What follows belongs to an exercise in optimizing a design on an open flow for small area; a production flow would make more cautious choices. In this exercise RTL edits were held to simulation tests only and were not proved equivalent to the original. No activity file was given, so power comes from the tool's default toggle rates.

==> flow/config.mk <==
export PLATFORM = sky130hd
export DESIGN_NAME = pwm_duty_temperature_converter_top
export DESIGN_NICKNAME = pwm_duty_temperature_converter_top
export VERILOG_FILES = /design/flow/design.v
export SDC_FILE = /design/flow/constraint.sdc
export NUM_CORES = 4
export LEC_CHECK = 0
export CAP_MARGIN = 20
export CORE_MARGIN = 2
export CORE_UTILIZATION = 40
export SLEW_MARGIN = 20
==> flow/constraint.sdc <==
create_clock -name core_clock -period 10.0 [get_ports {clk}]
set_input_delay 2.0000 -clock core_clock [delete_from_list [all_inputs] [get_ports {clk}]]
set_output_delay 2.0000 -clock core_clock [all_outputs]
set_load 0.01 [all_outputs]
==> flow/design.v <==
`timescale 1ns / 1ps
package pdtc_pkg;
  localparam int COUNT_BITS_DEF = 16;
  localparam int REG_W          = 16;
  localparam int NUM_BP         = 6;
  localparam int Q_DEPTH        = 2;
  localparam int DIV_NW = 29;
  localparam int DIV_DW = 16;
  localparam int T_STEP = 1000;
  localparam int T_MIN  = -2000;
  localparam int T_MAX  = 12000;
  localparam int V_FULL = 5000;
  localparam int TEMP_W = 15;
  localparam int VOLT_W = 13;
  localparam int SEG_W  = 3;
  localparam logic [REG_W-1:0] WIN_RST = 16'd40000;
  typedef logic [NUM_BP-1:0][REG_W-1:0] bp_arr_t;
  localparam bp_arr_t BP_RST = {16'd11312, 16'd20964, 16'd28817,
                                16'd35015, 16'd39705, 16'd43133};
  typedef enum logic [2:0] {
    REG_WINDOW    = 3'd0,
    REG_BREAK_10C = 3'd1,
    REG_BREAK_20C = 3'd2,
    REG_BREAK_30C = 3'd3,
    REG_BREAK_40C = 3'd4,
    REG_BREAK_50C = 3'd5,
    REG_BREAK_60C = 3'd6
  } reg_idx_t;
  typedef enum logic [2:0] {
    B_IDLE,
    B_SEG,
    B_LOAD_T,
    B_WAIT_T,
    B_LOAD_V,
    B_WAIT_V,
    B_DONE
  } back_state_t;
  typedef struct packed {
    logic              push;
    logic [REG_W-1:0]  count;
  } win_push_t;
  typedef struct packed {
    logic              valid;
    logic [REG_W-1:0]  count;
  } win_head_t;
  typedef struct packed {
    logic              start;
    logic [DIV_NW-1:0] dividend;
    logic [DIV_DW-1:0] divisor;
  } div_req_t;
  typedef struct packed {
    logic              done;
    logic [DIV_NW-1:0] quotient;
  } div_rsp_t;
endpackage
`timescale 1ns / 1ps
module pdtc_front
#(
  parameter int COUNT_BITS = pdtc_pkg::COUNT_BITS_DEF
) (
  input  logic                  clk,
  input  logic                  rst_n,
  input  logic                  in_valid,
  output logic                  in_stall,
  input  logic                  in_pin_level,
  input  logic                  q_full,
  input  logic [COUNT_BITS-1:0] win_eff,
  output pdtc_pkg::win_push_t             push
);
  logic [COUNT_BITS-1:0] sc_r, sc_nxt;
  logic [COUNT_BITS-1:0] hc_r, hc_nxt;
  logic [COUNT_BITS-1:0] sc_inc, hc_inc;
  logic                  accept;
  logic                  close;
  assign in_stall = q_full;
  assign accept   = in_valid && !q_full;
  assign sc_inc   = sc_r + 1'b1;
  assign hc_inc   = hc_r + COUNT_BITS'(in_pin_level);
  assign close    = (sc_inc >= win_eff);
  always_comb begin
    sc_nxt     = sc_r;
    hc_nxt     = hc_r;
    push.push  = accept && close;
    push.count = pdtc_pkg::REG_W'(hc_inc);
    if (accept) begin
      if (close) begin
        sc_nxt = '0;
        hc_nxt = '0;
      end else begin
        sc_nxt = sc_inc;
        hc_nxt = hc_inc;
      end
    end
  end
  always_ff @(posedge clk) begin
    if (!rst_n) begin
      sc_r <= '0;
      hc_r <= '0;
    end else begin
      sc_r <= sc_nxt;
      hc_r <= hc_nxt;
    end
  end
endmodule
`timescale 1ns / 1ps
module pdtc_queue
(
  input  logic      clk,
  input  logic      rst_n,
  input  pdtc_pkg::win_push_t push,
  input  logic      pop,
  output logic      full,
  output pdtc_pkg::win_head_t head
);
  localparam int PW = (pdtc_pkg::Q_DEPTH > 1) ? $clog2(pdtc_pkg::Q_DEPTH) : 1;
  localparam int CW = $clog2(pdtc_pkg::Q_DEPTH + 1);
  logic [pdtc_pkg::REG_W-1:0] mem_r [pdtc_pkg::Q_DEPTH];
  logic [PW-1:0]    wp_r, wp_nxt;
  logic [PW-1:0]    rp_r, rp_nxt;
  logic [CW-1:0]    cnt_r, cnt_nxt;
  assign full       = (cnt_r == CW'(pdtc_pkg::Q_DEPTH));
  assign head.valid = (cnt_r != '0);
  assign head.count = mem_r[rp_r];
  always_comb begin
    wp_nxt  = wp_r;
    rp_nxt  = rp_r;
    cnt_nxt = cnt_r;
    if (push.push) begin
      wp_nxt = (wp_r == PW'(pdtc_pkg::Q_DEPTH - 1)) ? '0 : wp_r + 1'b1;
    end
    if (pop) begin
      rp_nxt = (rp_r == PW'(pdtc_pkg::Q_DEPTH - 1)) ? '0 : rp_r + 1'b1;
    end
    case ({push.push, pop})
      2'b10:   cnt_nxt = cnt_r + 1'b1;
      2'b01:   cnt_nxt = cnt_r - 1'b1;
      default: cnt_nxt = cnt_r;
    endcase
  end
  always_ff @(posedge clk) begin
    if (push.push) begin
      mem_r[wp_r] <= push.count;
    end
  end
  always_ff @(posedge clk) begin
    if (!rst_n) begin
      wp_r  <= '0;
      rp_r  <= '0;
      cnt_r <= '0;
    end else begin
      wp_r  <= wp_nxt;
      rp_r  <= rp_nxt;
      cnt_r <= cnt_nxt;
    end
  end
endmodule
`timescale 1ns / 1ps
module pdtc_div
(
  input  logic     clk,
  input  logic     rst_n,
  input  pdtc_pkg::div_req_t req,
  output pdtc_pkg::div_rsp_t rsp
);
  localparam int CW = $clog2(pdtc_pkg::DIV_NW);
  logic              busy_r, busy_nxt;
  logic              done_r, done_nxt;
  logic [CW-1:0]     cnt_r, cnt_nxt;
  logic [pdtc_pkg::DIV_DW-1:0] rem_r, rem_nxt;
  logic [pdtc_pkg::DIV_DW-1:0] dvs_r, dvs_nxt;
  logic [pdtc_pkg::DIV_NW-1:0] quo_r, quo_nxt;
  logic [pdtc_pkg::DIV_DW:0]   rem_sh;
  logic [pdtc_pkg::DIV_DW:0]   diff;
  logic              ge;
  assign rem_sh = {rem_r, quo_r[pdtc_pkg::DIV_NW-1]};
  assign diff   = rem_sh - {1'b0, dvs_r};
  assign ge     = (rem_sh >= {1'b0, dvs_r});
  assign rsp.done     = done_r;
  assign rsp.quotient = quo_r;
  always_comb begin
    busy_nxt = busy_r;
    done_nxt = 1'b0;
    cnt_nxt  = cnt_r;
    rem_nxt  = rem_r;
    dvs_nxt  = dvs_r;
    quo_nxt  = quo_r;
    if (req.start) begin
      busy_nxt = 1'b1;
      cnt_nxt  = CW'(pdtc_pkg::DIV_NW - 1);
      rem_nxt  = '0;
      dvs_nxt  = req.divisor;
      quo_nxt  = req.dividend;
    end else if (busy_r) begin
      rem_nxt = ge ? diff[pdtc_pkg::DIV_DW-1:0] : rem_sh[pdtc_pkg::DIV_DW-1:0];
      quo_nxt = {quo_r[pdtc_pkg::DIV_NW-2:0], ge};
      if (cnt_r == '0) begin
        busy_nxt = 1'b0;
        done_nxt = 1'b1;
      end else begin
        cnt_nxt = cnt_r - 1'b1;
      end
    end
  end
  always_ff @(posedge clk) begin
    if (!rst_n) begin
      busy_r <= 1'b0;
      done_r <= 1'b0;
      cnt_r  <= '0;
    end else begin
      busy_r <= busy_nxt;
      done_r <= done_nxt;
      cnt_r  <= cnt_nxt;
    end
  end
  always_ff @(posedge clk) begin
    rem_r <= rem_nxt;
    dvs_r <= dvs_nxt;
    quo_r <= quo_nxt;
  end
endmodule
`timescale 1ns / 1ps
module pdtc_back
(
  input  logic                     clk,
  input  logic                     rst_n,
  input  pdtc_pkg::win_head_t                head,
  output logic                     pop,
  input  logic [pdtc_pkg::NUM_BP-1:0][pdtc_pkg::REG_W-1:0] bp,
  input  logic [pdtc_pkg::REG_W-1:0]         win16,
  output pdtc_pkg::div_req_t                 div_req,
  input  pdtc_pkg::div_rsp_t                 div_rsp,
  output logic                     out_valid,
  input  logic                     out_stall,
  output logic signed [pdtc_pkg::TEMP_W-1:0] out_temperature_centi,
  output logic [pdtc_pkg::VOLT_W-1:0]        out_voltage_mv,
  output logic [pdtc_pkg::SEG_W-1:0]         out_segment
);
  localparam int TW = pdtc_pkg::DIV_NW + 2;
  pdtc_pkg::back_state_t state_r, state_nxt;
  logic [pdtc_pkg::REG_W-1:0]         h_r, h_nxt;
  logic [pdtc_pkg::SEG_W-1:0]         k_r, k_nxt;
  logic [pdtc_pkg::REG_W-1:0]         mag_r, mag_nxt;
  logic [pdtc_pkg::REG_W-1:0]         ud_r, ud_nxt;
  logic                     neg_r, neg_nxt;
  logic                     dz_r, dz_nxt;
  logic signed [pdtc_pkg::TEMP_W-1:0] temp_r, temp_nxt;
  logic [pdtc_pkg::VOLT_W-1:0]        volt_r, volt_nxt;
  pdtc_pkg::div_req_t                 req_r, req_nxt;
  logic                     ov_r, ov_nxt;
  logic signed [pdtc_pkg::TEMP_W-1:0] ot_r, ot_nxt;
  logic [pdtc_pkg::VOLT_W-1:0]        ovm_r, ovm_nxt;
  logic [pdtc_pkg::SEG_W-1:0]         os_r, os_nxt;
  logic [pdtc_pkg::REG_W-1:0]         bx [pdtc_pkg::NUM_BP+1];
  logic [pdtc_pkg::SEG_W-1:0]         k_sel;
  logic [pdtc_pkg::REG_W:0]           ndiff, ddiff, nneg, dneg;
  logic signed [TW-1:0]     base, q, tw;
  assign out_valid             = ov_r;
  assign out_temperature_centi = ot_r;
  assign out_voltage_mv        = ovm_r;
  assign out_segment           = os_r;
  assign div_req               = req_r;
  always_comb begin
    for (int i = 0; i < pdtc_pkg::NUM_BP; i++) begin
      bx[i] = bp[i];
    end
    bx[pdtc_pkg::NUM_BP] = '0;    
    k_sel = pdtc_pkg::SEG_W'(pdtc_pkg::NUM_BP - 1);
    for (int i = pdtc_pkg::NUM_BP - 2; i >= 0; i--) begin
      if (h_r >= bx[i+1]) k_sel = pdtc_pkg::SEG_W'(i);
    end
    ndiff = {1'b0, bx[k_sel]} - {1'b0, h_r};
    ddiff = {1'b0, bx[k_sel]} - {1'b0, bx[k_sel + 1'b1]};
    nneg  = -ndiff;
    dneg  = -ddiff;
  end
  always_comb begin
    base = TW'(pdtc_pkg::T_STEP * (int'(k_r) + 1));
    q    = signed'({2'b00, div_rsp.quotient});
    if (dz_r)       tw = base;
    else if (neg_r) tw = base - q;
    else            tw = base + q;
  end
  always_comb begin
    state_nxt = state_r;
    pop       = 1'b0;
    h_nxt     = h_r;
    k_nxt     = k_r;
    mag_nxt   = mag_r;
    ud_nxt    = ud_r;
    neg_nxt   = neg_r;
    dz_nxt    = dz_r;
    temp_nxt  = temp_r;
    volt_nxt  = volt_r;
    req_nxt   = req_r;
    req_nxt.start = 1'b0;
    ov_nxt    = ov_r && out_stall;
    ot_nxt    = ot_r;
    ovm_nxt   = ovm_r;
    os_nxt    = os_r;
    case (state_r)
      pdtc_pkg::B_IDLE: begin
        if (head.valid) begin
          pop       = 1'b1;
          h_nxt     = head.count;
          state_nxt = pdtc_pkg::B_SEG;
        end
      end
      pdtc_pkg::B_SEG: begin
        k_nxt     = k_sel;
        mag_nxt   = ndiff[pdtc_pkg::REG_W] ? nneg[pdtc_pkg::REG_W-1:0] : ndiff[pdtc_pkg::REG_W-1:0];
        ud_nxt    = ddiff[pdtc_pkg::REG_W] ? dneg[pdtc_pkg::REG_W-1:0] : ddiff[pdtc_pkg::REG_W-1:0];
        neg_nxt   = ndiff[pdtc_pkg::REG_W] ^ ddiff[pdtc_pkg::REG_W];
        dz_nxt    = (ddiff == '0);
        state_nxt = pdtc_pkg::B_LOAD_T;
      end
      pdtc_pkg::B_LOAD_T: begin
        req_nxt.start    = 1'b1;
        req_nxt.dividend = pdtc_pkg::DIV_NW'(mag_r) * pdtc_pkg::DIV_NW'(pdtc_pkg::T_STEP) + pdtc_pkg::DIV_NW'(ud_r >> 1);
        req_nxt.divisor  = ud_r;
        state_nxt        = pdtc_pkg::B_WAIT_T;
      end
      pdtc_pkg::B_WAIT_T: begin
        if (div_rsp.done) begin
          if (tw < TW'(pdtc_pkg::T_MIN))      temp_nxt = pdtc_pkg::TEMP_W'(pdtc_pkg::T_MIN);
          else if (tw > TW'(pdtc_pkg::T_MAX)) temp_nxt = pdtc_pkg::TEMP_W'(pdtc_pkg::T_MAX);
          else                      temp_nxt = pdtc_pkg::TEMP_W'(tw);
          state_nxt = pdtc_pkg::B_LOAD_V;
        end
      end
      pdtc_pkg::B_LOAD_V: begin
        req_nxt.start    = 1'b1;
        req_nxt.dividend = pdtc_pkg::DIV_NW'(h_r) * pdtc_pkg::DIV_NW'(pdtc_pkg::V_FULL) + pdtc_pkg::DIV_NW'(win16 >> 1);
        req_nxt.divisor  = win16;
        state_nxt        = pdtc_pkg::B_WAIT_V;
      end
      pdtc_pkg::B_WAIT_V: begin
        if (div_rsp.done) begin
          volt_nxt  = (div_rsp.quotient > pdtc_pkg::DIV_NW'(pdtc_pkg::V_FULL)) ? pdtc_pkg::VOLT_W'(pdtc_pkg::V_FULL)
                                                            : div_rsp.quotient[pdtc_pkg::VOLT_W-1:0];
          state_nxt = pdtc_pkg::B_DONE;
        end
      end
      pdtc_pkg::B_DONE: begin
        if (!ov_r || !out_stall) begin
          ov_nxt    = 1'b1;
          ot_nxt    = temp_r;
          ovm_nxt   = volt_r;
          os_nxt    = k_r;
          state_nxt = pdtc_pkg::B_IDLE;
        end
      end
      default: state_nxt = pdtc_pkg::B_IDLE;
    endcase
  end
  always_ff @(posedge clk) begin
    if (!rst_n) begin
      state_r     <= pdtc_pkg::B_IDLE;
      ov_r        <= 1'b0;
      req_r.start <= 1'b0;
    end else begin
      state_r     <= state_nxt;
      ov_r        <= ov_nxt;
      req_r.start <= req_nxt.start;
    end
  end
  always_ff @(posedge clk) begin
    h_r              <= h_nxt;
    k_r              <= k_nxt;
    mag_r            <= mag_nxt;
    ud_r             <= ud_nxt;
    neg_r            <= neg_nxt;
    dz_r             <= dz_nxt;
    temp_r           <= temp_nxt;
    volt_r           <= volt_nxt;
    req_r.dividend   <= req_nxt.dividend;
    req_r.divisor    <= req_nxt.divisor;
    ot_r             <= ot_nxt;
    ovm_r            <= ovm_nxt;
    os_r             <= os_nxt;
  end
endmodule
`timescale 1ns / 1ps
module pwm_duty_temperature_converter_top
#(
  parameter int COUNT_BITS = pdtc_pkg::COUNT_BITS_DEF
) (
  input  logic                     clk,
  input  logic                     rst_n,
  input  logic                     in_valid,
  output logic                     in_stall,
  input  logic                     in_pin_level,
  output logic                     out_valid,
  input  logic                     out_stall,
  output logic signed [pdtc_pkg::TEMP_W-1:0] out_temperature_centi,
  output logic [pdtc_pkg::VOLT_W-1:0]        out_voltage_mv,
  output logic [pdtc_pkg::SEG_W-1:0]         out_segment,
  input  logic                     cfg_valid,
  output logic                     cfg_ready,
  input  logic [2:0]               cfg_index,
  input  logic [pdtc_pkg::REG_W-1:0]         cfg_wdata
);
  localparam logic [32:0] CMAX = (33'd1 << COUNT_BITS) - 33'd1;
  logic [pdtc_pkg::REG_W-1:0]      win_r, win_nxt;
  logic [pdtc_pkg::NUM_BP-1:0][pdtc_pkg::REG_W-1:0] bp_r, bp_nxt;
  logic [32:0]           w33;
  logic [COUNT_BITS-1:0] win_eff;
  logic [pdtc_pkg::REG_W-1:0]      win16;
  pdtc_pkg::win_push_t push;
  pdtc_pkg::win_head_t head;
  logic      q_full;
  logic      pop;
  pdtc_pkg::div_req_t  div_req;
  pdtc_pkg::div_rsp_t  div_rsp;
  assign cfg_ready = 1'b1;
  always_comb begin
    win_nxt = win_r;
    bp_nxt  = bp_r;
    if (cfg_valid) begin
      case (cfg_index)
        pdtc_pkg::REG_WINDOW:    win_nxt   = cfg_wdata;
        pdtc_pkg::REG_BREAK_10C: bp_nxt[0] = cfg_wdata;
        pdtc_pkg::REG_BREAK_20C: bp_nxt[1] = cfg_wdata;
        pdtc_pkg::REG_BREAK_30C: bp_nxt[2] = cfg_wdata;
        pdtc_pkg::REG_BREAK_40C: bp_nxt[3] = cfg_wdata;
        pdtc_pkg::REG_BREAK_50C: bp_nxt[4] = cfg_wdata;
        pdtc_pkg::REG_BREAK_60C: bp_nxt[5] = cfg_wdata;
        default: ;
      endcase
    end
  end
  always_ff @(posedge clk) begin
    if (!rst_n) begin
      win_r <= pdtc_pkg::WIN_RST;
      bp_r  <= pdtc_pkg::BP_RST;
    end else begin
      win_r <= win_nxt;
      bp_r  <= bp_nxt;
    end
  end
  always_comb begin
    w33     = (win_r == '0) ? 33'd1 : 33'(win_r);
    win_eff = COUNT_BITS'((w33 > CMAX) ? CMAX : w33);
    win16   = pdtc_pkg::REG_W'(win_eff);
  end
  pdtc_front #(
    .COUNT_BITS (COUNT_BITS)
  ) u_front (
    .clk          (clk),
    .rst_n        (rst_n),
    .in_valid     (in_valid),
    .in_stall     (in_stall),
    .in_pin_level (in_pin_level),
    .q_full       (q_full),
    .win_eff      (win_eff),
    .push         (push)
  );
  pdtc_queue u_queue (
    .clk   (clk),
    .rst_n (rst_n),
    .push  (push),
    .pop   (pop),
    .full  (q_full),
    .head  (head)
  );
  pdtc_div u_div (
    .clk   (clk),
    .rst_n (rst_n),
    .req   (div_req),
    .rsp   (div_rsp)
  );
  pdtc_back u_back (
    .clk                   (clk),
    .rst_n                 (rst_n),
    .head                  (head),
    .pop                   (pop),
    .bp                    (bp_r),
    .win16                 (win16),
    .div_req               (div_req),
    .div_rsp               (div_rsp),
    .out_valid             (out_valid),
    .out_stall             (out_stall),
    .out_temperature_centi (out_temperature_centi),
    .out_voltage_mv        (out_voltage_mv),
    .out_segment           (out_segment)
  );
endmodule
==> flow/run.sh <==
#!/bin/bash
# synth_recipe.tcl (not shown) runs the flow's synth.tcl, then flattens the netlist and writes it again
# the make line also repeats each setting of config.mk as NAME=value (left out here)
make -C /OpenROAD-flow-scripts/flow DESIGN_CONFIG=/design/flow/config.mk WORK_HOME=/design/flow/orfs CLKGATE_MAP_FILE= SYNTH_SCRIPT=/design/flow/synth_recipe.tcl finish
==> results.yml <==
floorplan:
  num_rows: 103
  die-area_sq_um: 82600
  ioPinCount: 59
  start_util_pct: 40.5
  die_h_microns: 287
  core_sq_um: 79300
  die_width_microns: 287
global_routing:
  grt_max_degree: 97
  grt_pass1_vias: 24300
  grt_pass1_wl_mm: 140
  track_usage_pct: 21.5
  gr-total-overflow: 0
  antenna_found_initial: 1
pwr:
  p_leak_nw: 14.0
  ir_drop_mv: 0.123
  switching_share_pct: 39.0
  p_total_w: 0.00673
  p_seq_share_pct: 29.3
  switching_power_w: 0.00262
  clock_power_share_pct: 25.1
  comb_power_share_pct: 45.6
  power_density_nw_per_um2: 191
  internal_power_w: 0.00411
logic_synthesis:
  yosysUniqueCellTypes: 101
  yosys_register_bits: 407
  synth_edf_count: 231
  yosys_warnings: 6
  synth_cells: 3517
  synth_seq_area_share_pct: 32.6
  syn-mean-instance-area_sq_um: 9.13
  netlist_area_sq_um: 32100
  synthArstFlopShare_pct: 0
  synthFlopType: "edfxtp_1"
  synthesis.nets: 3982
sta:
  clock_skew_ns: 0.0300
  min_period_ns: 8.35
  tightest_slew_ns: 1.03
  setup_viol: 0
  maxSlewViolCount: 0
  timing.hold.ws_ns: 0.415
  max_freq_mhz: 120
  slew_headroom_pct: 31.2
  fin_crit_sh_pct: 83.5
  rsz0062_at_grt: "no"
  fin_tns_setup_ns: 0
  hold_viol: 0
final_layout:
  final_cell_area_sq_um: 35200
  drive_above_1_share_pct: 5.85
  nets: 3968
  utilization_pct: 44.5
  n_fill_cell: 7786
  num_antenna_cells: 0
  area_delta_synth_final_pct: 9.74
outcome:
  status: "complete, no violations"
drt:
  drt-pass1-iter-count: 6
  routed_wl_mm: 90.0
  drc: 0
  drtIter0Drc: 2003
  ant_nets: 0
  num_vias: 25800
  via_per_inst: 5.61
  wire_per_inst_microns: 19.6
cts:
  clkLatencyLatePin_ns: 0.59
  cts.sinks: 407
  cts_buffers: 46
  clock-root-buffer: "clkbuf_16"
  post_cts_buffers: 0
  tritoncts: "done"
  cts-resized-gates: 0
  clockBufferDepth: 3
  path_clk_slew_ns: 0.06
  hold_buffers: 0
  cts.htree.levels: 2
setup_path:
  rr_startpoint: "u_back.h_r[7]$_DFFE_PP_"
  r2r_end: "u_back.ud_r[15]$_DFFE_PP_"
  cp.arrival_ns: 8.68
  critPathRequiredTime_ns: 10.33
  critPathMaxStageDelay_ns: 0.71
  startpoint: "u_back.h_r[7]$_DFFE_PP_"
  crit_buf_inv: 2
  rrSetupSlack_ns: 1.65
  critical-path-top-delay-family: "compound AO/OA/AOI/OAI gates"
  crit_fanout: 32
  end_kind: "flip-flop"
  worst_path_max_delay_cell: "edfxtp_1"
  crit_path_end: "u_back.ud_r[15]$_DFFE_PP_"
  crit_cells: 28
  startpoint_type: "flip-flop"
  path_class: "flip-flop to flip-flop"
  path_common_cell: "a21o_1"
  r2r_cells: 28
min_path:
  hold_path_class: "flip-flop to flip-flop"
  hold_start: "u_back.volt_r[1]$_SDFFCE_PN0P_"
placed_design:
  hpwl_mm: 69.5
  io_buffers: 57
  gp_congestion: 0.980
  placedInstanceArea_sq_um: 33700
job:
  maxCapViolations: 0
## Yosys cell counts, types with 14 or more instances
master,number,area [sq um]
a211oi_1,40,300
a21boi_0,79,593
a21o_1,72,541
a21oi_1,134,671
a221oi_1,17,149
a22o_1,30,263
a22oi_1,22,165
a31oi_1,43,269
and2_1,25,156
and3_1,35,219
and4_1,25,219
clkbuf_1,129,484
dfxtp_1,176,3520
edfxtp_1,231,6940
fa_1,102,2040
ha_1,338,4230
inv_1,349,1310
mux2_2,31,349
mux2i_1,42,420
nand2_1,391,1470
nand2b_1,38,238
nand3_1,86,430
nand4_1,50,313
nor2_1,198,743
nor2b_1,52,325
nor3_1,86,430
nor4_1,24,150
o211ai_1,67,503
o21a_1,31,233
o21ai_0,117,586
o31a_1,14,123
o31ai_1,21,158
or2_2,16,100
or3_1,31,194
or4_1,14,105
xnor2_1,109,955
xor2_1,46,403
## worst min-delay path by stage
stage	cells after the start	slack, ns	to
floorplan	0	0.40	u_back.ot_r[0]$_DFFE_PP_
global placement	0	0.40	u_back.ot_r[4]$_DFFE_PP_
detailed placement	0	0.40	u_div.dvs_r[5]$_DFFE_PP_
CTS	0	0.42	u_back.ot_r[12]$_DFFE_PP_
global route	0	0.42	u_div.dvs_r[5]$_DFFE_PP_
finish	0	0.41	u_back.ovm_r[1]$_DFFE_PP_
## power by group through the flow
stage | combinational [W] | clock, W | sequential, W
after global routing | 0.00342 | 0.00179 | 0.00198
final | 0.00307 | 0.00169 | 0.00197
after CTS | 0.00305 | 0.00173 | 0.00197
after floorplan | 0.00235 | 0 | 0.00198
after global placement | 0.00301 | 0 | 0.00201
after detailed placement | 0.00303 | 0 | 0.00201
## state kept, by name, summed over array words and instances, names as in the netlist, 29 cells and up
name,flops
bp_r,96
u_back.req_r,43
u_queue.mem_r,32
u_div.quo_r,29
## per-stage QoR
stage,setup slack (ns),std cells
floorplan,2.52,3517
global placement,1.90,4504
detailed placement,1.65,4504
CTS,1.64,4588
global route,1.06,4589
finish,1.65,4589
## worst reg2reg max path, delay by kind of cell (launching register included)
kind / cells / cell delay [ns]
AO/OA/AOI/OAI: 13 / 3.88
AND/OR/NAND/NOR: 8 / 1.75
adder cells (fa/ha/maj): 4 / 1.37
buffers and inverters: 2 / 0.27
XOR/XNOR: 1 / 0.11
flip-flops: 1 / 0.71
## layout make-up
| class | instances | area (sq um) | share of cell area (%) |
|---|---|---|---|
| Sequential cell | 407 | 10500 | 29.7 |
| Multi-Input combinational cell | 2611 | 19800 | 56.3 |
| Tap cell | 1050 | 1310 | 3.73 |
| Timing Repair Buffer | 86 | 806 | 2.29 |
| Clock buffer | 60 | 1290 | 3.66 |
| Inverter | 351 | 1320 | 3.74 |
| Clock inverter | 24 | 225 | 0.639 |
## cell families (layout without fill, tap and decap cells)
kind of cell             Yosys count  after routing  synth area share [%]
other                              1              1                0.0117
AND/OR/NAND/NOR                 1122           1122                  17.3
buffers and inverters            499            521                  5.92
AO/OA/AOI/OAI                    820            820                  18.1
multiplexers                      73             73                  2.40
adder cells (fa/ha/maj)          440            440                  19.5
flip-flops                       407            407                  32.6
XOR/XNOR                         155            155                  4.23
## layout by cell type, fill, tap and decap left out, types with 23 or more instances in the layout
master | netlist | final
clkdlybuf4s50_1 | 0 | 56
nand4_1 | 50 | 50
edfxtp_1 | 231 | 231
clkbuf_16 | 0 | 49
nand2b_1 | 38 | 38
fa_1 | 102 | 102
dfxtp_1 | 176 | 175
nand3_1 | 86 | 86
a21boi_0 | 79 | 79
nor3_1 | 86 | 83
a21o_1 | 72 | 72
xnor2_1 | 109 | 109
and2_1 | 25 | 23
and4_1 | 25 | 25
mux2_2 | 31 | 31
and3_1 | 35 | 35
buf_4 | 1 | 29
o21a_1 | 31 | 31
a21oi_1 | 134 | 132
inv_1 | 349 | 349
nor2b_1 | 52 | 52
or3_1 | 31 | 31
nor2_1 | 198 | 197
o21ai_0 | 117 | 117
o211ai_1 | 67 | 67
nand2_1 | 391 | 391
nor4_1 | 24 | 24
a31oi_1 | 43 | 42
ha_1 | 338 | 338
xor2_1 | 46 | 46
a211oi_1 | 40 | 40
mux2i_1 | 42 | 42
a22o_1 | 30 | 30
## layer usage
metal	vias up	global-route usage [%]	wire, microns
li1	12600	-	-
met1	12200	29.6	41200
met2	728	34.6	41000
met3	164	2.38	4280
met4	0	8.03	3450
met5	-	0	0

-- what the ideal ports hide --
The flow's constraints put no driver on any port. The routed layout listed below was extracted and timed again, unchanged, in two steps.
Step 1 assumes that a clkbuf_16 drives the clock port and a buf_2 every other input.
Step 2 times the ports against the registers' clock, not the clock port: input delays grow and output delays shrink by t, the midpoint of the rising clock arrivals with the driver on.
Slacks: no drivers / after step 1 / after step 2; pairs: no drivers / after step 1.
shift t [ns]: 0.641
setup slack, ns: 1.652 / 1.652 / 1.652
clock arrival spread, ns: 0.032 / 0.032
worst data-port slew with drivers (ns): 0.07
cell pins on the clock port's net: 1
After both steps setup and hold are still met in this run. The setup slack of this run moves by 0.000 ns with the drivers and by 0.000 ns with both steps.
